Source: an optimization exercise on an open RTL-to-GDS flow (aim: small area). Production flows keep margins and buffers that such runs may drop.
The RTL was checked by simulation tests, not by an equivalence proof against the original design.
Power figures rest on the tool's default switching activity, not on a simulated workload.

## before
==> flow/design.v <==
package mnist_frame_binarizer_pkg;
    localparam int IMG_W      = 28;
    localparam int IMG_H      = 28;
    localparam int CROP_OFF   = 4;
    localparam int CROP_W     = 20;
    localparam int PIX_W      = 8;
    localparam int THRESH     = 128;
    localparam int NET_INPUTS = CROP_W * CROP_W;
    localparam int COL_W = $clog2(IMG_W);
    localparam int ROW_W = $clog2(IMG_H);
    localparam int K_W   = $clog2(NET_INPUTS);
    localparam logic [COL_W-1:0] COL_LAST    = COL_W'(IMG_W - 1);
    localparam logic [ROW_W-1:0] ROW_LAST    = ROW_W'(IMG_H - 1);
    localparam logic [COL_W-1:0] COL_CROP_LO = COL_W'(CROP_OFF);
    localparam logic [COL_W-1:0] COL_CROP_HI = COL_W'(CROP_OFF + CROP_W - 1);
    localparam logic [ROW_W-1:0] ROW_CROP_LO = ROW_W'(CROP_OFF);
    localparam logic [ROW_W-1:0] ROW_CROP_HI = ROW_W'(CROP_OFF + CROP_W - 1);
    localparam logic [PIX_W-1:0] THRESH_V    = PIX_W'(THRESH);
    typedef enum logic {
        FILL = 1'b0,
        HOLD = 1'b1
    } state_t;
endpackage
module mnist_crop_counter
(
    input  logic           clk,
    input  logic           rst_n,
    input  logic           beat,
    input  logic           in_last,
    output logic           in_crop,
    output logic           is_final
);
    logic [mnist_frame_binarizer_pkg::ROW_W-1:0] row_q;
    logic [mnist_frame_binarizer_pkg::COL_W-1:0] col_q;
    always_comb begin
        in_crop  = (row_q >= mnist_frame_binarizer_pkg::ROW_CROP_LO) && (row_q <= mnist_frame_binarizer_pkg::ROW_CROP_HI) &&
                   (col_q >= mnist_frame_binarizer_pkg::COL_CROP_LO) && (col_q <= mnist_frame_binarizer_pkg::COL_CROP_HI);
        is_final = (row_q == mnist_frame_binarizer_pkg::ROW_LAST) && (col_q == mnist_frame_binarizer_pkg::COL_LAST);
    end
    always_ff @(posedge clk or negedge rst_n) begin
        if (!rst_n) begin
            row_q <= '0;
            col_q <= '0;
        end else if (beat) begin
            if (is_final || in_last) begin
                row_q <= '0;
                col_q <= '0;
            end else if (col_q == mnist_frame_binarizer_pkg::COL_LAST) begin
                col_q <= '0;
                row_q <= row_q + mnist_frame_binarizer_pkg::ROW_W'(1);
            end else begin
                col_q <= col_q + mnist_frame_binarizer_pkg::COL_W'(1);
            end
        end
    end
endmodule
module mnist_frame_binarizer
(
    input  logic                  clk,
    input  logic                  rst_n,
    input  logic                  in_valid,
    output logic                  in_ready,
    input  logic [mnist_frame_binarizer_pkg::PIX_W-1:0] in_pixel,
    input  logic                  in_last,
    output logic                  out_valid,
    input  logic                  out_ready,
    output logic [mnist_frame_binarizer_pkg::NET_INPUTS-1:0] out_frame,
    output logic                  frame_err
    ,
    output logic [7:0]            err_cnt
);
    logic                  hold_q;
    logic [mnist_frame_binarizer_pkg::NET_INPUTS-1:0] asm_q;
    logic                  beat;
    logic                  pix_bit;
    logic                  in_crop;
    logic                  is_final;
    logic                  frame_done;
    logic                  out_free;
    logic                  out_take;
    logic                  load;
    assign in_ready = !hold_q;
    mnist_crop_counter u_cnt (
        .clk      (clk),
        .rst_n    (rst_n),
        .beat     (beat),
        .in_last  (in_last),
        .in_crop  (in_crop),
        .is_final (is_final)
    );
    always_comb begin
        beat       = in_valid && !hold_q;
        pix_bit    = (in_pixel >= mnist_frame_binarizer_pkg::THRESH_V);
        frame_done = beat && is_final && in_last;
        out_free   = !out_valid || out_ready;
        out_take   = out_valid && out_ready;
        load       = (frame_done && out_free) || (hold_q && out_take);
    end
    always_ff @(posedge clk) begin
        if (beat && in_crop) begin
            asm_q <= {pix_bit, asm_q[mnist_frame_binarizer_pkg::NET_INPUTS-1:1]};
        end
        if (load) begin
            out_frame <= asm_q;
        end
    end
    always_ff @(posedge clk or negedge rst_n) begin
        if (!rst_n) begin
            hold_q    <= 1'b0;
            out_valid <= 1'b0;
            frame_err <= 1'b0;
        end else begin
            hold_q    <= hold_q ? !out_ready : (frame_done && !out_free);
            out_valid <= load || (out_valid && !out_ready);
            frame_err <= beat && (in_last != is_final);
        end
    end
    always_ff @(posedge clk or negedge rst_n) begin
        if (!rst_n) begin
            err_cnt <= '0;
        end else if (frame_err && (err_cnt != 8'hFF)) begin
            err_cnt <= err_cnt + 8'd1;
        end
    end
endmodule
Settings: LEC_CHECK=0, CAP_MARGIN=0, CORE_MARGIN=2, CORE_UTILIZATION=60, CTS_BUF_LIST=sky130_fd_sc_hd__clkbuf_16, CTS_CLUSTER_DIAMETER=200, CTS_CLUSTER_SIZE=30, SLEW_MARGIN=0; clock period 6.5 ns.
standard.sh (not shown) runs the stock make flow with config.mk's settings and CLKGATE_MAP_FILE= SYNTH_SCRIPT=/design/flow/synth_recipe.tcl, a recipe that flattens the netlist after the stock synthesis.
==> flow/flow/run.sh <==
#!/bin/bash
# Standard layout, but with the smallest buffer on every input and output port.
set -euo pipefail
export BUFFER_PORTS_ARGS="-buffer_cell sky130_fd_sc_hd__buf_1"
bash standard.sh > standard.log 2>&1
## Diff of input files: after against before
diff --git a/flow/design.v b/flow/design.v
--- a/flow/design.v
+++ b/flow/design.v
@@ -30,27 +30,38 @@
     output logic           in_crop,
     output logic           is_final
 );
-    logic [mnist_frame_binarizer_pkg::ROW_W-1:0] row_q;
-    logic [mnist_frame_binarizer_pkg::COL_W-1:0] col_q;
+    localparam logic [4:0] X_FIRST = 5'(32 - mnist_frame_binarizer_pkg::CROP_OFF);
+    localparam logic [4:0] X_LAST  = 5'(mnist_frame_binarizer_pkg::IMG_W - 1 - mnist_frame_binarizer_pkg::CROP_OFF);
+    logic [4:0] row_q;
+    logic [4:0] col_q;
+    logic       col_end;
+    logic       restart;
+    logic       col_step;
+    logic       row_step;
     always_comb begin
-        in_crop  = (row_q >= mnist_frame_binarizer_pkg::ROW_CROP_LO) && (row_q <= mnist_frame_binarizer_pkg::ROW_CROP_HI) &&
-                   (col_q >= mnist_frame_binarizer_pkg::COL_CROP_LO) && (col_q <= mnist_frame_binarizer_pkg::COL_CROP_HI);
-        is_final = (row_q == mnist_frame_binarizer_pkg::ROW_LAST) && (col_q == mnist_frame_binarizer_pkg::COL_LAST);
+        col_end  = (col_q == X_LAST);
+        in_crop  = (row_q < 5'(mnist_frame_binarizer_pkg::CROP_W)) && (col_q < 5'(mnist_frame_binarizer_pkg::CROP_W));
+        is_final = (row_q == X_LAST) && col_end;
+        restart  = beat && (is_final || in_last || col_end);
+        col_step = beat && !(is_final || in_last || col_end);
+        row_step = beat && col_end && !(is_final || in_last);
     end
     always_ff @(posedge clk or negedge rst_n) begin
         if (!rst_n) begin
-            row_q <= '0;
-            col_q <= '0;
-        end else if (beat) begin
-            if (is_final || in_last) begin
-                row_q <= '0;
-                col_q <= '0;
-            end else if (col_q == mnist_frame_binarizer_pkg::COL_LAST) begin
-                col_q <= '0;
-                row_q <= row_q + mnist_frame_binarizer_pkg::ROW_W'(1);
-            end else begin
-                col_q <= col_q + mnist_frame_binarizer_pkg::COL_W'(1);
-            end
+            col_q <= X_FIRST;
+        end else if (restart) begin
+            col_q <= X_FIRST;
+        end else if (col_step) begin
+            col_q <= col_q + 5'd1;
+        end
+    end
+    always_ff @(posedge clk or negedge rst_n) begin
+        if (!rst_n) begin
+            row_q <= X_FIRST;
+        end else if (beat && (is_final || in_last)) begin
+            row_q <= X_FIRST;
+        end else if (row_step) begin
+            row_q <= row_q + 5'd1;
         end
     end
 endmodule
@@ -115,11 +126,13 @@
             frame_err <= beat && (in_last != is_final);
         end
     end
+    logic err_inc;
+    assign err_inc = frame_err && !(&err_cnt);
     always_ff @(posedge clk or negedge rst_n) begin
         if (!rst_n) begin
             err_cnt <= '0;
-        end else if (frame_err && (err_cnt != 8'hFF)) begin
-            err_cnt <= err_cnt + 8'd1;
+        end else begin
+            err_cnt <= err_cnt + {7'd0, err_inc};
         end
     end
 endmodule
- Met1 demand-to-capacity share in global routing: before vs after, no meaningful difference
- after: transition at the pin with the smallest max-transition slack is 0.19 ns lower than what before reported.
- In the tables for before and after, iteration-0 DRC count of the detailed router reads higher with after.
- after vs before: first-pass GRT wire length down in after
- Of before and after, the run reporting the lower sequential share of cell area was before.
- In the reports for before and after, the larger total design power belongs to before.
- Diff before -> after: area of the core region moved down; post-route cell area fell by 0.63%; number of global-route vias before repair fell by about 1.2%; post-layout worst setup margin rose by 0.063 ns; via count down 2.4%.
- after has final routed wirelength across all metal layers below what before had.
- The critical path buffer and inverter count of after falls short of that of before by 1.

[afterwards: timing with drivers on the ports]
How much do the figures lean on ideal ports? The routed layouts below were timed once more, with nothing changed but the port constraints.
Step 1 sets driving cells, clkbuf_16 on the clock port and buf_2 on the other inputs (assumed; they add their load-dependent delay and slew).
Step 2 times the ports against the registers' clock, not the clock port: input delays grow and output delays shrink by t, the midpoint of the rising clock arrivals with the driver on.
Slacks: ideal / step 1 / step 2; pairs: ideal / step 1.
run | t (ns) | slack for setup (ns) | worst setup path after step 2 | cell pins on the clock port's net
before | 0.661 | 3.208 / 3.239 / 2.578 | input to register | 1
after | 0.657 | 3.271 / 3.298 / 2.642 | input to register | 1
After both steps setup and hold are still met in every run listed. For before, which loses most, drivers alone change the setup slack by +0.031 ns; drivers and shift together by -0.630 ns.
